What follows belongs to an exercise in optimizing a design on an open flow for small area; a production flow would make more cautious choices. Where RTL was checked, it was by simulation tests only, not by an equivalence proof against the original. Power figures rest on the tool's default switching activity, not on a simulated workload.

// spram_top
module spram_top (
    input  logic                  clka,
    input  logic                  rsta,
    input  logic                  ena,
    input  spram_pkg::addr_t      addra,
    input  spram_pkg::data_t      dina,
    input  spram_pkg::lane_mask_t wea,
    input  logic                  regcea,
    output spram_pkg::data_t      douta
);
Size in the first run: roughly 4000 cells after synthesis, ~2100 flip-flops, about 78 I/O pins.
clock: 3.2 ns
lec_check: 0
cap_margin: 20
core_margin: 2
core_utilization: 40
cts_buf_list: sky130_fd_sc_hd__clkbuf_8
cts_cluster_diameter: 60
cts_cluster_size: 18
setup_slack_margin: 0.3
slew_margin: 20
synth_hierarchical: 1
standard.sh (not shown) runs the stock make flow with config.mk's settings and CLKGATE_MAP_FILE= SYNTH_SCRIPT=/design/flow/synth_recipe.tcl, a recipe that flattens the netlist after the stock synthesis.
==> flow/flow/run.sh <==
#!/bin/bash
# Own layout flow: the standard flow, with the combinational gates of
# the synthesis netlist sized by fanout before floorplan and the output
# ports buffered with the smallest buffer after global placement.
set -euo pipefail
W=$(pwd)
bash standard.sh synth > "$W/flow_synth.log" 2>&1
bash standard.sh finish PRE_FLOORPLAN_TCL="$W/flow/downsize.tcl" \
  POST_GLOBAL_PLACE_TCL="$W/flow/outbuf.tcl" > "$W/flow_finish.log" 2>&1
==> flow/flow/downsize.tcl <==
# Sourced by ORFS at the start of floorplan (PRE_FLOORPLAN_TCL): size every
# combinational gate by the fanout of its output, smallest drive for a
# fanout up to 5, drive 2 up to 16, drive 4 above. The flow's own repair
# later sizes up what timing needs.
set db [ord::get_db]
set block [ord::get_db_block]
set n 0
foreach inst [$block getInsts] {
  set name [[$inst getMaster] getName]
  if {![regexp {^(sky130_fd_sc_hd__(nor|nand|and|or|o|a)[0-9a-z]*)_([0-9]+)$} $name -> base kind drive]} {
    continue
  }
  set fanout 0
  foreach it [$inst getITerms] {
    if {[$it isOutputSignal]} {
      set net [$it getNet]
      if {$net ne "NULL"} {
        set fanout [expr {[llength [$net getITerms]] - 1 + [llength [$net getBTerms]]}]
      }
    }
  }
  set want 1
  if {$fanout > 16} {
    set want 4
  } elseif {$fanout > 5} {
    set want 2
  }
  set m "NULL"
  for {set d $want} {$d >= 1 && $m eq "NULL"} {incr d -1} {
    set m [$db findMaster ${base}_$d]
  }
  if {$m ne "NULL" && [$m getName] ne $name} {
    $inst swapMaster $m
    incr n
  }
}
puts "downsize: $n gates resized by fanout"
==> flow/flow/outbuf.tcl <==
# Sourced by ORFS at the end of global placement (POST_GLOBAL_PLACE_TCL):
# the buffer that drives each output port becomes the smallest buffer.
# Input ports keep the delay buffer that the standard flow gives them.
set db [ord::get_db]
set block [ord::get_db_block]
set small [$db findMaster sky130_fd_sc_hd__buf_1]
set n 0
foreach bt [$block getBTerms] {
  if {[$bt getIoType] ne "OUTPUT"} { continue }
  set net [$bt getNet]
  if {$net eq "NULL"} { continue }
  foreach it [$net getITerms] {
    if {![$it isOutputSignal]} { continue }
    set inst [$it getInst]
    if {[[$inst getMaster] getName] eq "sky130_fd_sc_hd__clkdlybuf4s50_1"} {
      $inst swapMaster $small
      incr n
    }
  }
}
puts "outbuf: $n output port buffers set to buf_1"
The first run completed without violations.
Change:
- CORE_UTILIZATION: 40 -> 60
- PLACE_DENSITY: unset -> 0.72
The new run passed the timing, DRC and antenna checks.
Hold slack gets worse by 0.013 ns.
Count of clock-buffer cells in the layout drops by 1.
Die area drops by 33%.
Clock skew climbs by 0.014 ns.
Sequential share of layout area climbs by 1.2 points.
Setup slack gets worse by 0.088 ns.
Critical path depth drops by 1.
Sequential power is about the same.
Final cell count drops by 12%.
Maximum frequency drops by 2.9%.
Function was not checked in any run of this note: the RTL went through the layout flow alone.

========
## v28
spram_top, a different RTL version from the one above (not shown whole).
For scale: about 4000 cells after synthesis, about 2100 flip-flops.
export LEC_CHECK = 0
export CAP_MARGIN = 20
export CORE_MARGIN = 2
export CORE_UTILIZATION = 40
export CTS_BUF_LIST = sky130_fd_sc_hd__clkbuf_8
export CTS_CLUSTER_DIAMETER = 60
export CTS_CLUSTER_SIZE = 18
export SETUP_SLACK_MARGIN = 0.3
export SLEW_MARGIN = 20
export SYNTH_HIERARCHICAL = 1
create_clock -name core_clock -period 3.2 [get_ports {clka}]
==> flow/flow/run.sh <==
#!/bin/bash
# Own layout flow: the standard flow, with the combinational gates of
# the synthesis netlist sized by fanout before floorplan and the ports
# buffered with the smallest buffer.
set -euo pipefail
W=$(pwd)
bash standard.sh synth > "$W/flow_synth.log" 2>&1
bash standard.sh finish PRE_FLOORPLAN_TCL="$W/flow/downsize.tcl" \
  BUFFER_PORTS_ARGS="-buffer_cell sky130_fd_sc_hd__buf_1" > "$W/flow_finish.log" 2>&1
Scripts as last shown in full above: flow/flow/downsize.tcl
For v12, these inputs were changed with respect to v28:
- setting GPL_TIMING_DRIVEN to 0 for the first time
- changing SETUP_SLACK_MARGIN from 0.3 to 0.1
==> flow/flow/run.sh <==
#!/bin/bash
# Own layout flow: the standard flow, with the combinational gates of
# the synthesis netlist set to their smallest drive before floorplan.
set -euo pipefail
W=$(pwd)
bash standard.sh synth > "$W/flow_synth.log" 2>&1
bash standard.sh finish PRE_FLOORPLAN_TCL="$W/flow/downsize.tcl" > "$W/flow_finish.log" 2>&1
==> flow/flow/downsize.tcl <==
# Sourced by ORFS at the start of floorplan (PRE_FLOORPLAN_TCL): set every
# combinational gate that synthesis sized up back to its smallest drive.
# The flow's own repair later sizes up what timing needs.
set db [ord::get_db]
set block [ord::get_db_block]
set n 0
foreach inst [$block getInsts] {
  set name [[$inst getMaster] getName]
  if {[regexp {^(sky130_fd_sc_hd__(nor|nand|and|or|o|a)[0-9a-z]*)_([0-9]+)$} $name -> base kind drive]} {
    if {$drive > 1} {
      set small [$db findMaster ${base}_1]
      if {$small ne "NULL"} {
        $inst swapMaster $small
        incr n
      }
    }
  }
}
puts "downsize: $n gates set to drive 1"
--- outcome ---
Between v28 and v12, the flow reports number of DRC markers after the initial detailed-route iteration increasing by more than 10%. Static leakage power for v12: about 2.8% up relative to v28. Critical path startpoint: rd_lo[6] -> v28, rd_lo[5] -> v12. Against v28, fmax in v12 fell by a little under 10%. In the flow results for v28 and v12, the amount of wire on met3 after detailed routing is larger on v12. Worst slack on hold paths came out lower on v12 than on v28. Lower maximum fanout along the worst path was reported by v12, not v28. v12 ends up with a diode insertion count for antenna repair that is 2 higher than in v28. In the flow results for v28 and v12, the global-route usage is smaller on v28.
Input changes introduced in v27 (baseline for comparison: v12):
- clearing GPL_TIMING_DRIVEN, which used to be 0
- clearing SETUP_SLACK_MARGIN, which used to be 0.1
==> flow/run.sh (new file) <==
#!/bin/bash
# synth_recipe.tcl (not shown) runs the flow's synth.tcl, then flattens the netlist and writes it again
# the make line also repeats each setting of config.mk as NAME=value (left out here)
make -C /OpenROAD-flow-scripts/flow DESIGN_CONFIG=/design/flow/config.mk WORK_HOME=/design/flow/orfs CLKGATE_MAP_FILE= SYNTH_SCRIPT=/design/flow/synth_recipe.tcl finish
removed: flow/flow/run.sh
removed: flow/flow/downsize.tcl
removed: flow/standard.sh
==> run notes <==
v27 went all the way through the flow, and no timing, DRC or antenna check failed. Re share of the core filled with cells: v27 and v12 aren't equal, and the higher value belongs to v12. Summary: remaining max-slew budget at the tightest pin, v27 better than v12. Against v12 as the reference, v27 delivers a higher total power. v27 vs v12: switching power as a share of total power up. The die area in v27 was higher than what v12 gave. v27 — sequential share of layout area 0.45 points lower, v12 as reference.

========
## job 8169
Another version of the RTL of spram_top (not shown whole).
Size in the first run: ~4,000 cells after synthesis, about 2,100 flip-flops, about 78 I/O pins.
==> flow/config.mk <==
export PLATFORM = sky130hd
export DESIGN_NAME = spram_top
export DESIGN_NICKNAME = spram_top
export VERILOG_FILES = /design/flow/design.v
export SDC_FILE = /design/flow/constraint.sdc
export NUM_CORES = 4
export LEC_CHECK = 0
export CAP_MARGIN = 20
export CORE_MARGIN = 2
export CORE_UTILIZATION = 70
export CTS_BUF_LIST = sky130_fd_sc_hd__clkbuf_8
export CTS_CLUSTER_DIAMETER = 60
export CTS_CLUSTER_SIZE = 16
export PLACE_DENSITY = 0.8
export SETUP_SLACK_MARGIN = 0.3
export SLEW_MARGIN = 20
export SYNTH_HIERARCHICAL = 1
==> flow/constraint.sdc <==
create_clock -name core_clock -period 3.2 [get_ports {clka}]
set_input_delay 0.6400 -clock core_clock [delete_from_list [all_inputs] [get_ports {clka}]]
set_output_delay 0.6400 -clock core_clock [all_outputs]
set_load 0.01 [all_outputs]
==> flow/flow/run.sh <==
#!/bin/bash
# Own layout flow: the standard flow, with the combinational gates of
# the synthesis netlist sized by fanout before floorplan, the output ports
# buffered with the smallest buffer after global placement, and a clock
# tree without dummy loads.
set -euo pipefail
W=$(pwd)
CTS="-sink_clustering_enable -repair_clock_nets -sink_clustering_size 16"
CTS="$CTS -sink_clustering_max_diameter 60 -buf_list sky130_fd_sc_hd__clkbuf_8 -dont_use_dummy_load"
bash standard.sh synth > "$W/flow_synth.log" 2>&1
bash standard.sh finish PRE_FLOORPLAN_TCL="$W/flow/downsize.tcl" \
  POST_GLOBAL_PLACE_TCL="$W/flow/outbuf.tcl" CTS_ARGS="$CTS" > "$W/flow_finish.log" 2>&1
==> flow/flow/downsize.tcl <==
# Sourced by ORFS at the start of floorplan (PRE_FLOORPLAN_TCL): size every
# combinational gate by the fanout of its output, smallest drive for a
# fanout up to 5, drive 2 up to 16, drive 4 above. The flow's own repair
# later sizes up what timing needs.
set db [ord::get_db]
set block [ord::get_db_block]
set n 0
foreach inst [$block getInsts] {
  set name [[$inst getMaster] getName]
  if {![regexp {^(sky130_fd_sc_hd__(nor|nand|and|or|o|a)[0-9a-z]*)_([0-9]+)$} $name -> base kind drive]} {
    continue
  }
  set fanout 0
  foreach it [$inst getITerms] {
    if {[$it isOutputSignal]} {
      set net [$it getNet]
      if {$net ne "NULL"} {
        set fanout [expr {[llength [$net getITerms]] - 1 + [llength [$net getBTerms]]}]
      }
    }
  }
  set want 1
  if {$fanout > 16} {
    set want 4
  } elseif {$fanout > 5} {
    set want 2
  }
  set m "NULL"
  for {set d $want} {$d >= 1 && $m eq "NULL"} {incr d -1} {
    set m [$db findMaster ${base}_$d]
  }
  if {$m ne "NULL" && [$m getName] ne $name} {
    $inst swapMaster $m
    incr n
  }
}
puts "downsize: $n gates resized by fanout"
Scripts as last shown in full above: flow/flow/outbuf.tcl
Edits applied to the flow inputs when going from job 8169 to job 5513:
Settings: a change of CORE_UTILIZATION from 70 to 60; a change of PLACE_DENSITY from 0.8 to 0.72; a change of CTS_CLUSTER_SIZE from 16 to 21.
-- flow/flow/run.sh --
<<< job 8169, line 6
set -euo pipefail
W=$(pwd)
CTS="-sink_clustering_enable -repair_clock_nets -sink_clustering_size 16"
CTS="$CTS -sink_clustering_max_diameter 60 -buf_list sky130_fd_sc_hd__clkbuf_8 -dont_use_dummy_load"
bash standard.sh synth > "$W/flow_synth.log" 2>&1
>>> job 5513, line 6
set -euo pipefail
W=$(pwd)
CTS="-sink_clustering_enable -repair_clock_nets -sink_clustering_size 21"
CTS="$CTS -sink_clustering_max_diameter 60 -buf_list sky130_fd_sc_hd__clkbuf_8 -dont_use_dummy_load"
bash standard.sh synth > "$W/flow_synth.log" 2>&1
[summary]
douta[13]$_DFF_PP0_ as the end point of the critical path was reported by job 5513, and douta[4]$_DFF_PP0_ by job 8169.
Per the comparison of job 5513 with job 8169, instance count on the critical path rose by 1, post-route total power fell by 0.70%, aggregate global routing overflow stayed essentially flat, combinational share of power rose by 0.3 points, final-layout clock-cell area share fell by 0.31 points.
On final-layout fill cell count, the higher figure sits with job 5513, not job 8169.
Going from job 8169 to job 5513, via count now smaller; count of inserted tapcells now larger; proportion of cell area occupied by multi-input gates now larger.
### job 5513 -> job 3095
Settings: CTS_CLUSTER_SIZE changed from 21 to 18.
-- flow/flow/run.sh --
<<< job 5513, line 6
set -euo pipefail
W=$(pwd)
CTS="-sink_clustering_enable -repair_clock_nets -sink_clustering_size 21"
CTS="$CTS -sink_clustering_max_diameter 60 -buf_list sky130_fd_sc_hd__clkbuf_8 -dont_use_dummy_load"
bash standard.sh synth > "$W/flow_synth.log" 2>&1
>>> job 3095, line 6
set -euo pipefail
W=$(pwd)
CTS="-sink_clustering_enable -repair_clock_nets -sink_clustering_size 18"
CTS="$CTS -sink_clustering_max_diameter 60 -buf_list sky130_fd_sc_hd__clkbuf_8 -dont_use_dummy_load"
bash standard.sh synth > "$W/flow_synth.log" 2>&1
-- flow/flow/downsize.tcl --
<<< job 5513, line 1
# Sourced by ORFS at the start of floorplan (PRE_FLOORPLAN_TCL): size every
# combinational gate by the fanout of its output, smallest drive for a
# fanout up to 5, drive 2 up to 16, drive 4 above. The flow's own repair
# later sizes up what timing needs.
set db [ord::get_db]
>>> job 3095, line 1
# Sourced by ORFS at the start of floorplan (PRE_FLOORPLAN_TCL): size every
# combinational gate by the fanout of its output, smallest drive for a
# fanout up to 8, drive 2 up to 16, drive 4 above. The flow's own repair
# later sizes up what timing needs.
set db [ord::get_db]
<<< job 5513, line 23
  if {$fanout > 16} {
    set want 4
  } elseif {$fanout > 5} {
    set want 2
  }
>>> job 3095, line 23
  if {$fanout > 16} {
    set want 4
  } elseif {$fanout > 8} {
    set want 2
  }
[summary]
Looking at the reports, job 3095 completed the entire flow and the layout it produced met the timing, DRC and antenna checks. Measured against each other, job 5513 and job 3095 differ in total global routing track utilization, the higher figure coming from job 3095. Summary: with job 5513 as the reference, routed wire length in job 3095 moved up slightly. Compared with job 5513, in job 3095 wire length of the first global-routing pass climbed about 1.8%, cell-internal power has increased.
Changes in job 5505 relative to job 3095:
-- flow/flow/downsize.tcl --
<<< job 3095, line 1
# Sourced by ORFS at the start of floorplan (PRE_FLOORPLAN_TCL): size every
# combinational gate by the fanout of its output, smallest drive for a
# fanout up to 8, drive 2 up to 16, drive 4 above. The flow's own repair
# later sizes up what timing needs.
set db [ord::get_db]
>>> job 5505, line 1
# Sourced by ORFS at the start of floorplan (PRE_FLOORPLAN_TCL): size every
# combinational gate by the fanout of its output, smallest drive for a
# fanout up to 5, drive 2 up to 16, drive 4 above. The flow's own repair
# later sizes up what timing needs.
set db [ord::get_db]
<<< job 3095, line 23
  if {$fanout > 16} {
    set want 4
  } elseif {$fanout > 8} {
    set want 2
  }
>>> job 5505, line 23
  if {$fanout > 16} {
    set want 4
  } elseif {$fanout > 5} {
    set want 2
  }
Findings:
- Minimum clock period after layout (lower): job 5505
- Looking at count of clock-net buffers in the final layout, job 5505 sits below job 3095.
- Diff job 5505..job 3095 | total power | negligible
- Against job 3095, number of buffers created by CTS in job 5505 fell by a few percent.
- Worst hold path class: in2async -> job 3095, in2reg -> job 5505
- Of the two values seen for cell with the largest stage delay on the worst path, or4_1 was produced by job 5505 and nor4_1 by job 3095.
- Against job 3095, the final cell area of job 5505 is lower.
Edits applied to the flow inputs when going from job 5505 to job 9308:
Settings: SETUP_SLACK_MARGIN changed from 0.3 to 0.2.
Delta (job 9308 minus job 5505): multi-input gate share of the layout cell area was more or less identical; final period utilization shows an increase of 2.2 points; global-route wire length before repair saw little to no change; via count -167; internal cell power was more or less identical. Summary of the comparison: maximum fanout encountered on the critical timing path is lower in job 9308, relative to job 5505. For job 9308, the source of the critical timing path was req_lo[2]$_DFFE_PP_, unlike job 5505, where it was req_hi[1]$_DFFE_PP_. Changes observed in job 9308 relative to job 5505: register-to-register path setup slack moved down; maximum frequency moved down. Status: final routed wirelength across all metal layers parity (job 5505, job 9308).

========
## yarrow
spram_top, a different RTL version from the one above (not shown whole).
For scale: about 2,100 flip-flops, ~78 I/O pins.
clock: 3.2 ns
lec_check: 0
cap_margin: 20
core_margin: 2
core_utilization: 60
cts_buf_list: sky130_fd_sc_hd__clkbuf_8
cts_cluster_diameter: 60
cts_cluster_size: 18
gpl_timing_driven: 0
place_density: 0.72
setup_slack_margin: 0.3
slew_margin: 20
synth_hierarchical: 1
==> flow/flow/run.sh <==
#!/bin/bash
# Own layout flow: the standard flow, with the combinational gates of
# the synthesis netlist sized by fanout before floorplan and the output
# ports buffered with the smallest buffer after global placement.
set -euo pipefail
W=$(pwd)
bash standard.sh synth > "$W/flow_synth.log" 2>&1
bash standard.sh finish PRE_FLOORPLAN_TCL="$W/flow/downsize.tcl" \
  POST_GLOBAL_PLACE_TCL="$W/flow/outbuf.tcl" > "$W/flow_finish.log" 2>&1
==> flow/flow/downsize.tcl <==
# Sourced by ORFS at the start of floorplan (PRE_FLOORPLAN_TCL): size every
# combinational gate by the fanout of its output, smallest drive for a
# fanout up to 5, drive 2 up to 16, drive 4 above. The flow's own repair
# later sizes up what timing needs.
set db [ord::get_db]
set block [ord::get_db_block]
set n 0
foreach inst [$block getInsts] {
  set name [[$inst getMaster] getName]
  if {![regexp {^(sky130_fd_sc_hd__(nor|nand|and|or|o|a)[0-9a-z]*)_([0-9]+)$} $name -> base kind drive]} {
    continue
  }
  set fanout 0
  foreach it [$inst getITerms] {
    if {[$it isOutputSignal]} {
      set net [$it getNet]
      if {$net ne "NULL"} {
        set fanout [expr {[llength [$net getITerms]] - 1 + [llength [$net getBTerms]]}]
      }
    }
  }
  set want 1
  if {$fanout > 16} {
    set want 4
  } elseif {$fanout > 5} {
    set want 2
  }
  set m "NULL"
  for {set d $want} {$d >= 1 && $m eq "NULL"} {incr d -1} {
    set m [$db findMaster ${base}_$d]
  }
  if {$m ne "NULL" && [$m getName] ne $name} {
    $inst swapMaster $m
    incr n
  }
}
puts "downsize: $n gates resized by fanout"
Scripts as last shown in full above: flow/flow/outbuf.tcl
yarrow finished every stage and its layout cleared the timing, DRC and antenna checks.
diff inputs: yarrow => onyx
Settings: GPL_TIMING_DRIVEN: 0 -> unset.
In summary, yarrow completed successfully, with a layout that passed the timing, DRC and antenna checks. Every stage of the flow completed for onyx, and the final layout passed the timing, DRC and antenna checks. Looking at minimum clock period after layout, onyx sits 0.23 ns below yarrow. A slowest cell on the critical path of nor4_2 is what yarrow shows, while nor4_1 belongs to onyx. Slack of the worst reg-to-reg path (higher): onyx. Clock skew: lower on yarrow. Delta (onyx minus yarrow): share of total power in combinational logic fell 0.3 points; part of the cycle the worst path needs saw a decrease; critical path depth moved down.

[separate check: timing with driven ports]
No port has a modelled driver above. Below, the same layouts with a new extraction and two added sets of constraints.
Step 1: set_driving_cell puts a clkbuf_16 on clka and a buf_2 on each other input, an assumption about the parent block.
Step 2, shift: input delay + t, output delay - t, t = (earliest + latest rising clock arrival at the registers) / 2. This alone moves slack from input paths to output paths.
Three values: no drivers, after step 1, after step 2; two values: the first two.
run	shift t [ns]	setup slack, ns	latest minus earliest clock arrival (ns)
the first run of note 1	1.018	0.228 / 0.228 / 0.228	0.068 / 0.068
the second run of note 1	0.973	0.140 / 0.140 / 0.140	0.074 / 0.074
v28	1.028	0.298 / 0.298 / 0.298	0.073 / 0.073
v12	1.003	0.022 / 0.022 / 0.022	0.052 / 0.052
v27	1.008	0.127 / 0.127 / 0.127	0.061 / 0.061
job 8169	0.921	0.348 / 0.348 / 0.348	0.077 / 0.076
job 5513	0.932	0.342 / 0.342 / 0.342	0.082 / 0.082
job 3095	0.945	0.231 / 0.231 / 0.231	0.085 / 0.085
job 5505	0.944	0.288 / 0.288 / 0.288	0.082 / 0.081
job 9308	0.948	0.219 / 0.219 / 0.219	0.086 / 0.087
yarrow	0.970	0.253 / 0.253 / 0.253	0.047 / 0.047
onyx	0.968	0.485 / 0.485 / 0.485	0.053 / 0.053
After both steps every run listed still meets setup and hold.
